Context: an optimization exercise on an open-source flow, tuned for small area, a short achievable clock period and few clock cycles. The choices shown serve that exercise and are no tape-out recipe.
Only simulation tests tie the RTL to the original design; equivalence was not proved.

`design/flow/config.mk`:
```
export PLATFORM = sky130hd
export DESIGN_NAME = radix_conversion_to_ascii
export DESIGN_NICKNAME = radix_conversion_to_ascii
export VERILOG_FILES = /design/flow/design.v
export SDC_FILE = /design/flow/constraint.sdc
export NUM_CORES = 4
export LEC_CHECK = 0
export CAP_MARGIN = 20
export CORE_MARGIN = 2
export CORE_UTILIZATION = 40
export SLEW_MARGIN = 20
```
`design/flow/constraint.sdc`:
```
create_clock -name core_clock -period 12.0 [get_ports {clk}]
set_input_delay 2.4000 -clock core_clock [delete_from_list [all_inputs] [get_ports {clk}]]
set_output_delay 2.4000 -clock core_clock [all_outputs]
set_load 0.01 [all_outputs]
```
`design/flow/design.v`:
```
package rca_pkg;
	typedef struct packed {
		logic [31:0] int_part;
		logic [31:0] frac_part;
	} rca_in_t;
	typedef struct packed {
		logic [6:0] ascii_char;
		logic       last;
	} rca_out_t;
	typedef struct packed {
		logic [4:0] radix;
		logic       int_zero;
	} rca_job_ctl_t;
	localparam logic [4:0] RADIX_RESET = 5'd10;
	localparam logic [4:0] RADIX_MIN   = 5'd2;
	localparam logic [4:0] RADIX_MAX   = 5'd16;
	localparam logic [6:0] DOT_CHAR    = 7'h2E;
	localparam logic [6:0] ZERO_CHAR   = 7'h30;
	localparam logic [6:0] ALPHA_CHAR  = 7'h41;
	function automatic logic [6:0] digit_char(input logic [3:0] d);
		logic [6:0] c;
		if (d < 4'd10) begin
			c = ZERO_CHAR + 7'(d);
		end else begin
			c = ALPHA_CHAR + 7'(d - 4'd10);
		end
		digit_char = c;
	endfunction
endpackage
module rca_front #(
	parameter int INT_BITS  = 32,
	parameter int FRAC_BITS = 32
) (
	input  logic                       clk,
	input  logic                       arst_n,
	input  logic [4:0]                 radix,
	input  logic                       item_valid,
	output logic                       item_ready,
	input  rca_pkg::rca_in_t           item_data,
	output logic                       job_valid,
	input  logic                       job_ready,
	output logic [INT_BITS-1:0]        job_m,
	output logic [FRAC_BITS-1:0]       job_f,
	output rca_pkg::rca_job_ctl_t      job_ctl
);
	logic [63:0]                 int_wide;
	logic [63:0]                 frac_wide;
	logic [INT_BITS-1:0]         m_in;
	logic [FRAC_BITS-1:0]        f_in;
	logic [4:0]                  radix_eff;
	rca_pkg::rca_job_ctl_t       ctl_in;
	logic [INT_BITS-1:0]         m_q   [2];
	logic [FRAC_BITS-1:0]        f_q   [2];
	logic [5:0]                  ctl_q [2];    
	logic                        wr_ptr_q;
	logic                        rd_ptr_q;
	logic [1:0]                  cnt_q;
	logic                        push;
	logic                        pop;
	assign int_wide  = 64'(item_data.int_part);
	assign frac_wide = 64'(item_data.frac_part);
	assign m_in      = int_wide[INT_BITS-1:0];
	assign f_in      = frac_wide[FRAC_BITS-1:0];
	always_comb begin
		if (radix < rca_pkg::RADIX_MIN) begin
			radix_eff = rca_pkg::RADIX_MIN;
		end else if (radix > rca_pkg::RADIX_MAX) begin
			radix_eff = rca_pkg::RADIX_MAX;
		end else begin
			radix_eff = radix;
		end
	end
	assign ctl_in.radix    = radix_eff;
	assign ctl_in.int_zero = (m_in == '0);
	assign item_ready = (cnt_q != 2'd2);
	assign job_valid  = (cnt_q != 2'd0);
	assign push       = item_valid && item_ready;
	assign pop        = job_valid && job_ready;
	assign job_m   = m_q[rd_ptr_q];
	assign job_f   = f_q[rd_ptr_q];
	assign job_ctl = ctl_q[rd_ptr_q];
	always_ff @(posedge clk or negedge arst_n) begin
		if (!arst_n) begin
			wr_ptr_q <= 1'b0;
			rd_ptr_q <= 1'b0;
			cnt_q    <= 2'd0;
		end else begin
			if (push) begin
				wr_ptr_q <= ~wr_ptr_q;
			end
			if (pop) begin
				rd_ptr_q <= ~rd_ptr_q;
			end
			if (push && !pop) begin
				cnt_q <= cnt_q + 2'd1;
			end else if (pop && !push) begin
				cnt_q <= cnt_q - 2'd1;
			end
		end
	end
	always_ff @(posedge clk) begin
		if (push) begin
			m_q[wr_ptr_q]   <= m_in;
			f_q[wr_ptr_q]   <= f_in;
			ctl_q[wr_ptr_q] <= ctl_in;
		end
	end
endmodule
module rca_back #(
	parameter int INT_BITS       = 32,
	parameter int FRAC_BITS      = 32,
	parameter int FRAC_DIGITS    = 10,
	parameter int MAX_INT_DIGITS = 32
) (
	input  logic                       clk,
	input  logic                       arst_n,
	input  logic                       job_valid,
	output logic                       job_ready,
	input  logic [INT_BITS-1:0]        job_m,
	input  logic [FRAC_BITS-1:0]       job_f,
	input  rca_pkg::rca_job_ctl_t      job_ctl,
	output logic                       char_valid,
	input  logic                       char_ready,
	output rca_pkg::rca_out_t          char_data
);
	localparam int DIV_STEPS = (INT_BITS + 7) / 8;
	localparam int DIV_W     = DIV_STEPS * 8;
	localparam int STEP_W    = $clog2(DIV_STEPS + 1);
	localparam int ADDR_W    = $clog2(MAX_INT_DIGITS);
	localparam int FD_W      = $clog2(FRAC_DIGITS + 1);
	localparam int PROD_W    = FRAC_BITS + 5;
	localparam logic [ADDR_W-1:0] LAST_IDX  = ADDR_W'(MAX_INT_DIGITS - 1);
	localparam logic [STEP_W-1:0] STEP_INIT = STEP_W'(DIV_STEPS - 1);
	localparam logic [FD_W-1:0]   FD_LAST   = FD_W'(FRAC_DIGITS - 1);
	typedef enum logic [2:0] {
		ST_IDLE,
		ST_DIV,
		ST_PREP,
		ST_INT,
		ST_DOT,
		ST_FRAC
	} state_t;
	state_t                 state_q;
	logic [DIV_W-1:0]       dv_q;
	logic [3:0]             rem_q;
	logic [4:0]             r_q;
	logic [FRAC_BITS-1:0]   f_q;
	logic [STEP_W-1:0]      step_q;
	logic [ADDR_W-1:0]      n_q;
	logic [FD_W-1:0]        fcnt_q;
	logic                   char_valid_q;
	rca_pkg::rca_out_t      char_data_q;
	logic [DIV_W-1:0]       dv_nx;
	logic [3:0]             rem_nx;
	logic [PROD_W-1:0]      prod;
	logic                   slot_free;
	logic                   emit_char;
	logic [3:0]             dig_mem [MAX_INT_DIGITS];
	logic [3:0]             rd_q;
	logic [ADDR_W-1:0]      rd_addr;
	logic                   mem_we;
	logic [ADDR_W-1:0]      mem_wa;
	logic [3:0]             mem_wd;
	assign job_ready  = (state_q == ST_IDLE);
	assign slot_free  = !char_valid_q || char_ready;
	assign emit_char  = slot_free && (state_q == ST_INT || state_q == ST_DOT || state_q == ST_FRAC);
	assign char_valid = char_valid_q;
	assign char_data  = char_data_q;
	always_comb begin
		logic [4:0] rem;
		logic [7:0] top;
		logic [7:0] qb;
		rem = {1'b0, rem_q};
		top = dv_q[DIV_W-1 -: 8];
		qb  = '0;
		for (int i = 7; i >= 0; i--) begin
			rem = {rem[3:0], top[i]};
			if (rem >= r_q) begin
				rem   = rem - r_q;
				qb[i] = 1'b1;
			end
		end
		rem_nx = rem[3:0];
		dv_nx  = (dv_q << 8) | DIV_W'(qb);
	end
	assign prod = PROD_W'(f_q) * PROD_W'(r_q);
	assign mem_we = (state_q == ST_DIV && step_q == '0)
		|| (state_q == ST_IDLE && job_valid && job_ctl.int_zero);
	assign mem_wa = (state_q == ST_IDLE) ? '0 : n_q;
	assign mem_wd = (state_q == ST_IDLE) ? 4'd0 : rem_nx;
	assign rd_addr = (state_q == ST_INT && slot_free && n_q != '0)
		? n_q - ADDR_W'(1) : n_q;
	always_ff @(posedge clk) begin
		if (mem_we) begin
			dig_mem[mem_wa] <= mem_wd;
		end
		rd_q <= dig_mem[rd_addr];
	end
	always_ff @(posedge clk or negedge arst_n) begin
		if (!arst_n) begin
			state_q      <= ST_IDLE;
			char_valid_q <= 1'b0;
			n_q          <= '0;
			step_q       <= '0;
			fcnt_q       <= '0;
		end else begin
			if (emit_char) begin
				char_valid_q <= 1'b1;
			end else if (char_ready) begin
				char_valid_q <= 1'b0;
			end
			case (state_q)
				ST_IDLE: begin
					if (job_valid) begin
						dv_q    <= DIV_W'(job_m);
						f_q     <= job_f;
						r_q     <= job_ctl.radix;
						rem_q   <= 4'd0;
						step_q  <= STEP_INIT;
						n_q     <= '0;
						state_q <= job_ctl.int_zero ? ST_PREP : ST_DIV;
					end
				end
				ST_DIV: begin
					if (step_q != '0) begin
						dv_q   <= dv_nx;
						rem_q  <= rem_nx;
						step_q <= step_q - STEP_W'(1);
					end else if (dv_nx != '0 && n_q != LAST_IDX) begin
						dv_q   <= dv_nx;
						rem_q  <= 4'd0;
						step_q <= STEP_INIT;
						n_q    <= n_q + ADDR_W'(1);
					end else begin
						state_q <= ST_PREP;
					end
				end
				ST_PREP: begin
					state_q <= ST_INT;
				end
				ST_INT: begin
					if (slot_free) begin
						char_data_q.ascii_char <= rca_pkg::digit_char(rd_q);
						char_data_q.last       <= 1'b0;
						if (n_q == '0) begin
							state_q <= ST_DOT;
						end else begin
							n_q <= n_q - ADDR_W'(1);
						end
					end
				end
				ST_DOT: begin
					if (slot_free) begin
						char_data_q.ascii_char <= rca_pkg::DOT_CHAR;
						char_data_q.last       <= 1'b0;
						fcnt_q                 <= '0;
						state_q                <= ST_FRAC;
					end
				end
				ST_FRAC: begin
					if (slot_free) begin
						char_data_q.ascii_char <= rca_pkg::digit_char(prod[FRAC_BITS +: 4]);
						char_data_q.last       <= (fcnt_q == FD_LAST);
						f_q                    <= prod[FRAC_BITS-1:0];
						if (fcnt_q == FD_LAST) begin
							state_q <= ST_IDLE;
						end else begin
							fcnt_q <= fcnt_q + FD_W'(1);
						end
					end
				end
				default: begin
					state_q <= ST_IDLE;
				end
			endcase
		end
	end
endmodule
module radix_conversion_to_ascii #(
	parameter int INT_BITS       = 32,
	parameter int FRAC_BITS      = 32,
	parameter int FRAC_DIGITS    = 10,
	parameter int MAX_INT_DIGITS = 32
) (
	input  logic                clk,
	input  logic                arst_n,
	input  logic                cfg_we,
	input  logic [4:0]          cfg_wdata,
	input  logic                item_valid,
	output logic                item_ready,
	input  logic [63:0]         item_data,    
	output logic                char_valid,
	input  logic                char_ready,
	output logic [7:0]          char_data     
);
	logic [4:0]                 radix_q;
	logic                       job_valid;
	logic                       job_ready;
	logic [INT_BITS-1:0]        job_m;
	logic [FRAC_BITS-1:0]       job_f;
	rca_pkg::rca_job_ctl_t      job_ctl;
	rca_pkg::rca_in_t           item_beat;
	rca_pkg::rca_out_t          char_beat;
	assign item_beat = item_data;
	assign char_data = char_beat;
	always_ff @(posedge clk or negedge arst_n) begin
		if (!arst_n) begin
			radix_q <= rca_pkg::RADIX_RESET;
		end else if (cfg_we) begin
			radix_q <= cfg_wdata;
		end
	end
	rca_front #(
		.INT_BITS  (INT_BITS),
		.FRAC_BITS (FRAC_BITS)
	) u_front (
		.clk        (clk),
		.arst_n     (arst_n),
		.radix      (radix_q),
		.item_valid (item_valid),
		.item_ready (item_ready),
		.item_data  (item_beat),
		.job_valid  (job_valid),
		.job_ready  (job_ready),
		.job_m      (job_m),
		.job_f      (job_f),
		.job_ctl    (job_ctl)
	);
	rca_back #(
		.INT_BITS       (INT_BITS),
		.FRAC_BITS      (FRAC_BITS),
		.FRAC_DIGITS    (FRAC_DIGITS),
		.MAX_INT_DIGITS (MAX_INT_DIGITS)
	) u_back (
		.clk        (clk),
		.arst_n     (arst_n),
		.job_valid  (job_valid),
		.job_ready  (job_ready),
		.job_m      (job_m),
		.job_f      (job_f),
		.job_ctl    (job_ctl),
		.char_valid (char_valid),
		.char_ready (char_ready),
		.char_data  (char_beat)
	);
endmodule
```
`design/flow/run.sh`:
```
#!/bin/bash
# synth_recipe.tcl (not shown) runs the flow's synth.tcl, then flattens the netlist and writes it again
# the make line also repeats each setting of config.mk as NAME=value (left out here)
make -C /OpenROAD-flow-scripts/flow DESIGN_CONFIG=/design/flow/config.mk WORK_HOME=/design/flow/orfs CLKGATE_MAP_FILE= SYNTH_SCRIPT=/design/flow/synth_recipe.tcl finish
```
==> summary.txt <==
## sequential cells by signal, indices dropped and copies added (netlist names)
name and count:
u_back.state_q 3, u_back.n_q 5, u_front.rd_ptr_q 1, u_back.rem_q 4, u_front.m_q 64, u_front.cnt_q 2, radix_q 5, u_back.step_q 3
u_back.fcnt_q 4, u_back.rd_q 4, u_back.f_q 32, u_front.wr_ptr_q 1, u_back.dig_mem 128, u_back.r_q 5, u_back.char_valid_q 1, u_back.dv_q 32
u_front.f_q 64, u_front.ctl_q 12, u_back.char_data_q 8
## worst paths after layout
kind / start / to / slack (ns) / cells past startpoint
setup / recovery: u_back.r_q[0] / u_back.dv_q[2] / 0.67 / 53
hold / removal: u_back.step_q[2] / u_back.step_q[2] / 0.49 / 1
setup reg to reg: u_back.r_q[0] / u_back.dv_q[2] / 0.67 / 53
hold reg to reg: u_back.step_q[2] / u_back.step_q[2] / 0.49 / 1
max in group asynchronous: arst_n / radix_q[3] / 9.46 / 2
min in group asynchronous: arst_n / u_back.step_q[0] / 2.21 / 2
## final cells by class
cell class	count	area, µm²	area share
flip-flops and latches	378	11200	0.441
multi-input cells	1403	10200	0.403
repair buffers	132	1210	0.0478
clock buffers	56	1150	0.0455
well taps	696	871	0.0343
inverters	116	435	0.0172
clock inverters	23	268	0.0106
## critical path, delay by kind of cell (launching register included)
family / cells / cell delay [ns]
AND/OR/NAND/NOR: 6 / 0.83
multiplexers: 5 / 1.80
buffers and inverters: 5 / 0.44
adder cells (fa/ha/maj): 8 / 2.30
flip-flops: 1 / 0.39
AO/OA/AOI/OAI: 29 / 5.29
## logic make-up after synthesis
group / share of synthesized area
muxes: 0.0450
DFF: 0.509
and+or+nand+nor: 0.155
xor gates and xnor gates: 0.0241
AOI/OAI and AO/OA: 0.0867
buffers and inverters: 0.0354
adders and majority gates: 0.145
## routing by layer
metal  track usage  vias to the layer above  part of all wire
li1              -                     7204                 -
met1         0.241                     7353              0.45
met2         0.299                      362              0.47
met3        0.0341                       90             0.053
met4        0.0598                        8             0.024
met5             0                        -           0.00083
## cell usage in the layout (no fill, tap or decap), types with 26 or more instances in the layout
cell / n
edfxtp_1: 349
nand2_1: 348
inv_1: 115
o21ai_0: 102
ha_1: 100
fa_1: 97
nor2_1: 95
nand3_1: 85
clkdlybuf4s50_1: 83
mux2i_1: 74
and2_1: 68
a21oi_1: 65
buf_4: 48
clkbuf_16: 43
xnor2_1: 36
nand4_1: 27
a21o_1: 26
a31oi_1: 26
## stage by stage
| stage | instances | setup WS, ns | instance area (µm²) |
|---|---|---|---|
| after floorplan | 1980 | 0.00383 | 22000 |
| after global placement | 2706 | -0.132 | 23700 |
| after detailed placement | 2706 | -0.619 | 23700 |
| after CTS | 2792 | 0.0412 | 25200 |
| after global routing | 2804 | -0.0854 | 25400 |
| final | 2804 | 0.670 | 25400 |
## repair_timing
| item | 4_1_cts | 5_1_grt |
|---|---|---|
| endpoints found under the hold margin | 0 | 0 |
| gates cloned | 1 | 1 |
| buffers inserted | 6 | 11 |
| pin swaps | 4 | 9 |
| setup endpoints to repair | 44 | 179 |
| resized for setup | 4 | 18 |
==> summary.md <==
| Metric | Value |
|---|---|
| Die Footprint | `0.0569 mm²` |
| Max Freq | `0.0883 GHz` |
| Yosys top cell by area | `edfxtp_1` |
| Site row count | `85` |
| Iteration-0 DRC count of the detailed router | `1086` |
| Total Nets Final | `2345` |
| Slew @ Worst Pin | `1.01 ns` |
| Drt via density | `5.36` |
| Hold-fix buffers at CTS | `0` |
| Root Driver | `clkbuf_16` |
| Area Overhead vs Synth | `15.3%` |
| Routed Antenna Nets | `0` |
| GPL Wtd Cong | `0.829` |
| Largest net degree at the start of global routing | `70` |
| Final setup vio count | `0` |
| Post-Synthesis Cell Area | `0.0220 mm²` |
| Post-synth EDFFs | `349` |
| Filler instances | `4889` |
| Synth top area share | `0.477` |
| Min-delay worst type | `register to register` |
| Synth warnings | `3` |
| Final Hold Fails | `0` |
| Remaining Overflow, GRT | `0` |
| Total CTS buffers | `43` |
| Die H | `238 µm` |
| CP Class | `register to register` |
| Fin Clk Skew | `0.0252 ns` |
| ANT cells | `0` |
| DRC | `0` |
| Worst setup EP type | `register` |
| Chip Width | `238 µm` |
| Register bit total from synthesis | `378` |
| Synth area leaders | `edfxtp_1 48%, fa_1 8.8%, nand2_1 6.0%` |
| Run status | `timing/DRC/antenna clean` |
| Netlist cell types | `75` |
| Drt total wl | `50800 µm` |
| First-pass GRT wire length | `81600 µm` |
| Initial antenna violation count | `4` |
| CP dominant cell by count | `ha_1` |
| Post-DP HPWL | `35400 µm` |
| Max Cap Viol | `0` |
| Std-Cell Core Area | `0.0541 mm²` |
| Crit path time final | `11.33 ns` |
| # port buffers | `83` |
| Sequential area share after synthesis | `0.509` |
| Via Count | `15000` |
| Fin crit share | `0.944` |
| H-tree depth | `2` |
| Max FO, Critical Path | `8` |
| Crit path DAT | `11.68 ns` |
| Initial Util | `0.406` |
| Top FF cell, synth | `edfxtp_1` |
| Reg clk slew, reported paths | `0.06 ns` |
| Clock sink total | `378` |
| CTS tree | `built` |
| Startpoint types | `register` |
| Ratio of cells with drive above 1 in the final layout | `0.0892` |
| Max Slew Vio Count | `0` |
| Clock Latency Late Sink | `0.59 ns` |
| IO Pins | `84` |
| Post-Route Utilization | `0.468` |
| Vias in the first global route | `15300` |
| Max-slew headroom | `0.328` |
| Setup TNS | `0 ns` |
| DR WL/cell | `18.1 µm` |
| Syn avg cell area | `11.1 µm²` |
| Synth Instances | `1980` |
| Post-synth ARST share | `0.0661` |
| Slowest cell on crit path | `mux2_2` |
| Slowest Stage Delay on Critical Path | `0.40 ns` |
| Drt pass-1 iters | `5` |
| Commonest cells post-synth | `349 x edfxtp_1, 349 x nand2_1, 115 x inv_1, 108 x o21ai_0, 100 x ha_1` |
| Worst hold margin | `0.487 ns` |
| CTS Buffer Depth | `3` |
| Syn_nets | `2251` |
| Critical Path RT | `12.35 ns` |
| Tot GR Track Use | `0.181` |
Testbench counts, summed over its fixed seeds: cycles 137,323.

==> separate check: timing with driven ports <==
The results above use ideal ports. As a check the final layout listed here was re-extracted and re-timed, cells and wires unchanged.
Step 1: set_driving_cell puts a clkbuf_16 on clk and a buf_2 on each other input, an assumption about the parent block.
Step 2 also shifts input and output timing later by t, the mid clock arrival at the registers, as if the neighbouring blocks saw the same clock.
a / b / c = ideal / step 1 / step 2; a / b = the first two.
t (ns): 0.629
setup slack, ns: 0.670 / 0.670 / 0.670
worst setup path after step 2: register to register
clock arrival spread, ns: 0.026 / 0.026
After both steps this run still meets setup and hold. The setup slack of this run moves by 0.000 ns with the drivers and by 0.000 ns with both steps.
